This is an optimization exercise on Yosys and OpenROAD, whose aim is small area, not a production implementation. In this exercise RTL edits were held to simulation tests only and were not proved equivalent to the original. Power and IR drop assume default switching activity.

## sprite_display_top
module sprite_display_top (
	input  wire         CLK,
	input  wire         RESET,
	input  wire         avl_cs,
	input  wire         avl_read,
	input  wire         avl_write,
	input  wire [3:0]   avl_byte_en,
	input  wire [8:0]   avl_addr,
	input  wire [31:0]  avl_writedata,
	output logic [31:0] readdata,
	output logic [3:0]  red,
	output logic [3:0]  green,
	output logic [3:0]  blue,
	output logic        hs,
	output logic        vs,
	output logic        blank,
	output logic        pixel_clk
);
Size: about 1700 cells after synthesis, ~25000 um^2 of cells after synthesis.
==> module object_scanner, before the edit <==
module object_scanner (
	input  wire [9:0]   draw_x,
	input  wire [9:0]   draw_y,
	input  wire [255:0] objects,   
	output logic [3:0]  idx_next
);
	function automatic logic in_span(
		input logic [9:0] p,
		input logic [9:0] o,
		input logic [1:0] k
	);
		logic [10:0] b;
		logic [9:0]  x;
		logic [9:0]  z;
		b[0] = 1'b0;
		for (int i = 0; i < 3; i++) begin
			x[i]   = p[i] ^ o[i];
			z[i]   = 1'b0;
			b[i+1] = o[i] ? (~p[i] | b[i]) : (~p[i] & b[i]);
		end
		for (int i = 3; i < 10; i++) begin
			x[i]   = p[i] ^ o[i];
			z[i]   = (x[i] == b[i]);
			b[i+1] = (~p[i] & o[i]) | (~x[i] & b[i]);
		end
		in_span = !b[10] && ((z[9:3] | (7'b0000111 >> (2'd3 - k))) == 7'h7f);
	endfunction
	function automatic logic obj_covers(
		input logic [31:0] obj,
		input logic [9:0]  px,
		input logic [9:0]  py
	);
		obj_covers = (obj[31:26] != 6'd0) && (obj[5:2] != 4'd15) &&
			in_span(px, obj[25:16], obj[27:26]) && in_span(py, obj[15:6], obj[27:26]);
	endfunction
	localparam logic [31:0] OBJ_INV = 32'h021E_8780;
	always_comb begin
		idx_next = 4'd15;
		for (int i = 7; i >= 0; i--) begin
			if (obj_covers(objects[i*32 +: 32] ^ OBJ_INV, draw_x, draw_y)) idx_next = objects[i*32 + 2 +: 4];
		end
	end
endmodule
==> module onehot_or_inv, before the edit <==
module onehot_or_inv (
	input  wire [16:0] sel,
	input  wire [16:0] d,
	input  wire        obj_any,
	output logic       y
);
	logic [5:0] t;
	logic       nv;
	aoi222 u0 (.a0(sel[0]), .b0(d[0]), .a1(sel[1]), .b1(d[1]), .a2(sel[2]), .b2(d[2]), .y(t[0]));
	aoi222 u1 (.a0(sel[3]), .b0(d[3]), .a1(sel[4]), .b1(d[4]), .a2(sel[5]), .b2(d[5]), .y(t[1]));
	aoi22  u2 (.a0(sel[6]), .b0(d[6]), .a1(sel[7]), .b1(d[7]), .y(t[2]));
	aoi222 u3 (.a0(sel[8]), .b0(d[8]), .a1(sel[9]), .b1(d[9]), .a2(sel[10]), .b2(d[10]), .y(t[3]));
	aoi222 u4 (.a0(sel[11]), .b0(d[11]), .a1(sel[12]), .b1(d[12]), .a2(sel[13]), .b2(d[13]), .y(t[4]));
	aoi222 u5 (.a0(sel[14]), .b0(d[14]), .a1(sel[15]), .b1(d[15]), .a2(sel[16]), .b2(d[16]), .y(t[5]));
	assign nv = ~(obj_any & t[0] & t[1] & t[2]);
	assign y  = ~(nv & t[3] & t[4] & t[5]);
endmodule
==> module sprite_display_top, before the edit <==
module sprite_display_top (
	input  wire         CLK,
	input  wire         RESET,
	input  wire         avl_cs,
	input  wire         avl_read,
	input  wire         avl_write,
	input  wire [3:0]   avl_byte_en,
	input  wire [8:0]   avl_addr,
	input  wire [31:0]  avl_writedata,
	output logic [31:0] readdata,
	output logic [3:0]  red,
	output logic [3:0]  green,
	output logic [3:0]  blue,
	output logic        hs,
	output logic        vs,
	output logic        blank,
	output logic        pixel_clk
);
	logic [3:0]   widx;
	logic [31:0]  words [16];
	logic [255:0] objects;
	logic [255:0] palette;
	assign widx = {avl_addr[8], avl_addr[2:0]};
	localparam logic [31:0] OBJ_INV = 32'h021E_8780;
	logic [31:0] wdata;
	logic [31:0] wdata_obj;
	logic [15:0] wsel;
	logic [3:0]  lsel;
	assign wdata     = avl_writedata & {32{~RESET}};
	assign wdata_obj = wdata ^ OBJ_INV;
	assign lsel  = avl_byte_en | {4{RESET}};
	for (genvar w = 0; w < 16; w++) begin : g_word
		assign wsel[w] = RESET | (avl_cs & avl_write & (widx == w));
		for (genvar b = 0; b < 4; b++) begin : g_lane
			always_ff @(posedge CLK) begin
				if (wsel[w] & lsel[b]) words[w][b*8 +: 8] <= (w < 8) ? wdata_obj[b*8 +: 8] : wdata[b*8 +: 8];
			end
		end
		if (w < 8) begin : g_obj
			assign objects[w*32 +: 32] = words[w];
		end else begin : g_pal
			assign palette[(w-8)*32 +: 32] = words[w];
		end
	end
	logic [16:0] rsel;
	logic        robj;
	logic [31:0] rd_next;
	always_comb begin
		for (int w = 0; w < 16; w++) begin
			rsel[w] = ~RESET & avl_cs & avl_read & (widx == w);
		end
		rsel[16] = ~RESET & ~(avl_cs & avl_read);
		robj     = |rsel[7:0];
	end
	for (genvar i = 0; i < 32; i++) begin : g_rd
		logic [16:0] d;
		for (genvar w = 0; w < 16; w++) begin : g_w
			assign d[w] = words[w][i];
		end
		assign d[16] = readdata[i];
		if (OBJ_INV[i]) begin : g_inv
			onehot_or_inv u_or (.sel(rsel), .d(d), .obj_any(robj), .y(rd_next[i]));
		end else begin : g_pos
			onehot_or #(.N(17)) u_or (.sel(rsel), .d(d), .y(rd_next[i]));
		end
	end
	always_ff @(posedge CLK) begin
		readdata <= rd_next;
	end
	logic       pix_phase;
	logic [9:0] draw_x;
	logic [9:0] draw_y;
	assign pixel_clk = pix_phase;
	logic line_end;
	assign line_end = pix_phase & (draw_x == 10'd799);
	always_ff @(posedge CLK) begin
		if (RESET | line_end) begin
			{draw_x, pix_phase} <= '0;
		end else begin
			{draw_x, pix_phase} <= {draw_x, pix_phase} + 11'd1;
		end
	end
	always_ff @(posedge CLK) begin
		if (RESET) begin
			draw_y <= '0;
		end else if (line_end) begin
			if (draw_y == 10'd524) draw_y <= '0;
			else draw_y <= draw_y + 1'b1;
		end
	end
	logic vis1;
	logic top1;
	vga_timing i_vga_timing (
		.draw_x(draw_x),
		.draw_y(draw_y),
		.vis1  (vis1),
		.top1  (top1),
		.hs    (hs),
		.vs    (vs),
		.blank (blank)
	);
	logic [3:0] idx_next;
	logic [3:0] idx;
	object_scanner i_scanner (
		.draw_x  (draw_x),
		.draw_y  (draw_y),
		.objects (objects),
		.idx_next(idx_next)
	);
	always_ff @(posedge CLK) begin
		if (pix_phase) idx <= idx_next;
	end
	logic [15:0] csel;
	logic        load;
	logic [11:0] rgb;
	logic [11:0] rgb_next;
	assign load = ~RESET & pix_phase & vis1;
	always_comb begin
		for (int j = 0; j < 15; j++) begin
			csel[j] = load & ((idx == j) ||
				(j == 7 && idx == 4'd15 && top1) || (j == 3 && idx == 4'd15 && !top1));
		end
		csel[15] = ~RESET & ~pix_phase;
	end
	for (genvar i = 0; i < 12; i++) begin : g_rgb
		logic [15:0] d;
		for (genvar j = 0; j < 15; j++) begin : g_j
			assign d[j] = palette[(j/2)*32 + ((j % 2 == 1) ? 13 : 1) + i];
		end
		assign d[15] = rgb[i];
		onehot_or #(.N(16)) u_or (.sel(csel), .d(d), .y(rgb_next[i]));
	end
	always_ff @(posedge CLK) begin
		rgb <= rgb_next;
	end
	assign red   = rgb[11:8];
	assign green = rgb[7:4];
	assign blue  = rgb[3:0];
endmodule
Settings: LEC_CHECK=0, CAP_MARGIN=20, CORE_MARGIN=2, CORE_UTILIZATION=40, PLACE_DENSITY=0.6, SLEW_MARGIN=20, SYNTH_HIERARCHICAL=1; clock period 8.0 ns.
standard.sh (not shown) runs the stock make flow with config.mk's settings and CLKGATE_MAP_FILE= SYNTH_SCRIPT=/design/flow/synth_recipe.tcl, a recipe that flattens the netlist after the stock synthesis.
==> flow/flow/run.sh <==
#!/bin/bash
# the standard layout, with an area-oriented abc mapping script (registers untouched),
# single-drive port buffers and a smaller clock tree
set -euo pipefail
here=$(pwd)
export FLOW_SYNTH_TCL=$here/synth_recipe.tcl
export MY_ABC_SCRIPT=$here/flow/area.abc
bash standard.sh \
  "SYNTH_SCRIPT=$here/flow/my_synth.tcl" \
  "BUFFER_PORTS_ARGS=-buffer_cell sky130_fd_sc_hd__buf_1" \
  "CTS_ARGS=-sink_clustering_enable -repair_clock_nets -buf_list sky130_fd_sc_hd__clkbuf_16 -sink_clustering_size 28 -sink_clustering_max_diameter 150 -dont_use_dummy_load" \
  finish > standard.log 2>&1
==> flow/flow/area.abc <==
&get -n
&st
&dch
&nf -R 1000 -E 20
&st
&syn2
&if -g -K 6
&synch2
&nf -R 1000 -E 20
&st
&syn2
&if -g -K 6
&synch2
&nf -R 1000 -E 20
&put
==> flow/flow/my_synth.tcl <==
# The standard flow's synthesis script, with ORFS's abc call given this folder's abc script
set f [open $::env(FLOW_SYNTH_TCL)]; set my_txt [read $f]; close $f
set f [open $::env(SCRIPTS_DIR)/synth.tcl]; set synth_txt [read $f]; close $f
set synth_txt [string map [list {log_cmd abc {*}$abc_args} "lset abc_args 1 $::env(MY_ABC_SCRIPT); log_cmd abc {*}\$abc_args"] $synth_txt]
set my_txt [string map [list {source $::env(SCRIPTS_DIR)/synth.tcl} $synth_txt] $my_txt]
eval $my_txt
Edit:
--- a/flow/design.v
+++ b/flow/design.v
@@ -44,30 +44,25 @@
 `default_nettype wire
 `default_nettype none
 `timescale 1ns/1ps
 module object_scanner (
 	input  wire [9:0]   draw_x,
 	input  wire [9:0]   draw_y,
-	input  wire [255:0] objects,   
+	input  wire [255:0] objects,
 	output logic [3:0]  idx_next
 );
 	function automatic logic in_span(
 		input logic [9:0] p,
 		input logic [9:0] o,
 		input logic [1:0] k
 	);
 		logic [10:0] b;
 		logic [9:0]  x;
 		logic [9:0]  z;
 		b[0] = 1'b0;
-		for (int i = 0; i < 3; i++) begin
-			x[i]   = p[i] ^ o[i];
-			z[i]   = 1'b0;
-			b[i+1] = o[i] ? (~p[i] | b[i]) : (~p[i] & b[i]);
-		end
-		for (int i = 3; i < 10; i++) begin
+		for (int i = 0; i < 10; i++) begin
 			x[i]   = p[i] ^ o[i];
 			z[i]   = (x[i] == b[i]);
 			b[i+1] = (~p[i] & o[i]) | (~x[i] & b[i]);
 		end
 		in_span = !b[10] && ((z[9:3] | (7'b0000111 >> (2'd3 - k))) == 7'h7f);
 	endfunction
@@ -76,17 +71,16 @@
 		input logic [9:0]  px,
 		input logic [9:0]  py
 	);
 		obj_covers = (obj[31:26] != 6'd0) && (obj[5:2] != 4'd15) &&
 			in_span(px, obj[25:16], obj[27:26]) && in_span(py, obj[15:6], obj[27:26]);
 	endfunction
-	localparam logic [31:0] OBJ_INV = 32'h021E_8780;
 	always_comb begin
 		idx_next = 4'd15;
 		for (int i = 7; i >= 0; i--) begin
-			if (obj_covers(objects[i*32 +: 32] ^ OBJ_INV, draw_x, draw_y)) idx_next = objects[i*32 + 2 +: 4];
+			if (obj_covers(objects[i*32 +: 32], draw_x, draw_y)) idx_next = objects[i*32 + 2 +: 4];
 		end
 	end
 endmodule
 `default_nettype wire
 `default_nettype none
 `timescale 1ns/1ps
@@ -107,29 +101,12 @@
 			aoi22 u (.a0(sel[3*g]), .b0(d[3*g]), .a1(sel[3*g+1]), .b1(d[3*g+1]), .y(t[g]));
 		end else begin : g1
 			assign t[g] = ~(sel[3*g] & d[3*g]);
 		end
 	end
 	assign y = ~&t;
-endmodule
-module onehot_or_inv (
-	input  wire [16:0] sel,
-	input  wire [16:0] d,
-	input  wire        obj_any,
-	output logic       y
-);
-	logic [5:0] t;
-	logic       nv;
-	aoi222 u0 (.a0(sel[0]), .b0(d[0]), .a1(sel[1]), .b1(d[1]), .a2(sel[2]), .b2(d[2]), .y(t[0]));
-	aoi222 u1 (.a0(sel[3]), .b0(d[3]), .a1(sel[4]), .b1(d[4]), .a2(sel[5]), .b2(d[5]), .y(t[1]));
-	aoi22  u2 (.a0(sel[6]), .b0(d[6]), .a1(sel[7]), .b1(d[7]), .y(t[2]));
-	aoi222 u3 (.a0(sel[8]), .b0(d[8]), .a1(sel[9]), .b1(d[9]), .a2(sel[10]), .b2(d[10]), .y(t[3]));
-	aoi222 u4 (.a0(sel[11]), .b0(d[11]), .a1(sel[12]), .b1(d[12]), .a2(sel[13]), .b2(d[13]), .y(t[4]));
-	aoi222 u5 (.a0(sel[14]), .b0(d[14]), .a1(sel[15]), .b1(d[15]), .a2(sel[16]), .b2(d[16]), .y(t[5]));
-	assign nv = ~(obj_any & t[0] & t[1] & t[2]);
-	assign y  = ~(nv & t[3] & t[4] & t[5]);
 endmodule
 `default_nettype wire
 `default_nettype none
 `timescale 1ns/1ps
 module sprite_display_top (
 	input  wire         CLK,
@@ -151,54 +128,45 @@
 );
 	logic [3:0]   widx;
 	logic [31:0]  words [16];
 	logic [255:0] objects;
 	logic [255:0] palette;
 	assign widx = {avl_addr[8], avl_addr[2:0]};
-	localparam logic [31:0] OBJ_INV = 32'h021E_8780;
 	logic [31:0] wdata;
-	logic [31:0] wdata_obj;
 	logic [15:0] wsel;
 	logic [3:0]  lsel;
-	assign wdata     = avl_writedata & {32{~RESET}};
-	assign wdata_obj = wdata ^ OBJ_INV;
+	assign wdata = avl_writedata & {32{~RESET}};
 	assign lsel  = avl_byte_en | {4{RESET}};
 	for (genvar w = 0; w < 16; w++) begin : g_word
 		assign wsel[w] = RESET | (avl_cs & avl_write & (widx == w));
 		for (genvar b = 0; b < 4; b++) begin : g_lane
 			always_ff @(posedge CLK) begin
-				if (wsel[w] & lsel[b]) words[w][b*8 +: 8] <= (w < 8) ? wdata_obj[b*8 +: 8] : wdata[b*8 +: 8];
+				if (wsel[w] & lsel[b]) words[w][b*8 +: 8] <= wdata[b*8 +: 8];
 			end
 		end
 		if (w < 8) begin : g_obj
 			assign objects[w*32 +: 32] = words[w];
 		end else begin : g_pal
 			assign palette[(w-8)*32 +: 32] = words[w];
 		end
 	end
 	logic [16:0] rsel;
-	logic        robj;
 	logic [31:0] rd_next;
 	always_comb begin
 		for (int w = 0; w < 16; w++) begin
 			rsel[w] = ~RESET & avl_cs & avl_read & (widx == w);
 		end
 		rsel[16] = ~RESET & ~(avl_cs & avl_read);
-		robj     = |rsel[7:0];
 	end
 	for (genvar i = 0; i < 32; i++) begin : g_rd
 		logic [16:0] d;
 		for (genvar w = 0; w < 16; w++) begin : g_w
 			assign d[w] = words[w][i];
 		end
 		assign d[16] = readdata[i];
-		if (OBJ_INV[i]) begin : g_inv
-			onehot_or_inv u_or (.sel(rsel), .d(d), .obj_any(robj), .y(rd_next[i]));
-		end else begin : g_pos
-			onehot_or #(.N(17)) u_or (.sel(rsel), .d(d), .y(rd_next[i]));
-		end
+		onehot_or #(.N(17)) u_or (.sel(rsel), .d(d), .y(rd_next[i]));
 	end
 	always_ff @(posedge CLK) begin
 		readdata <= rd_next;
 	end
 	logic       pix_phase;
 	logic [9:0] draw_x;
Outcome:
- first-iteration DRC count went down by 15%
- hold slack stays flat
- design area went up by about 1.2%
- synthesized area went up by about 1.3%
- combinational power went up by 8.4%

==> separate check: timing with driven ports <==
The results above use ideal ports. As a check the final layouts listed here were re-extracted and re-timed, cells and wires unchanged.
Step 1: set_driving_cell puts a clkbuf_16 on CLK and a buf_2 on each other input, an assumption about the parent block.
Step 2 moves the port delays by t, midway between the first and last clock arrival at a register: inputs arrive t later, outputs are due t later. That takes back most of the time a late clock gives input paths.
a / b / c = ideal ports / drivers / drivers and shift; a / b = the first two.
| run | t (ns) | slack for setup (ns) | hold WS [ns] | latest minus earliest clock arrival (ns) | cell pins on the clock port's net |
|---|---|---|---|---|---|
| the first run | 0.668 | 1.542 / 1.542 / 1.542 | 0.491 / 0.491 / 0.491 | 0.051 / 0.051 | 1 |
| the second run | 0.647 | 1.452 / 1.452 / 1.452 | 0.492 / 0.492 / 0.492 | 0.053 / 0.054 | 1 |
After both steps setup and hold are still met in every run listed.
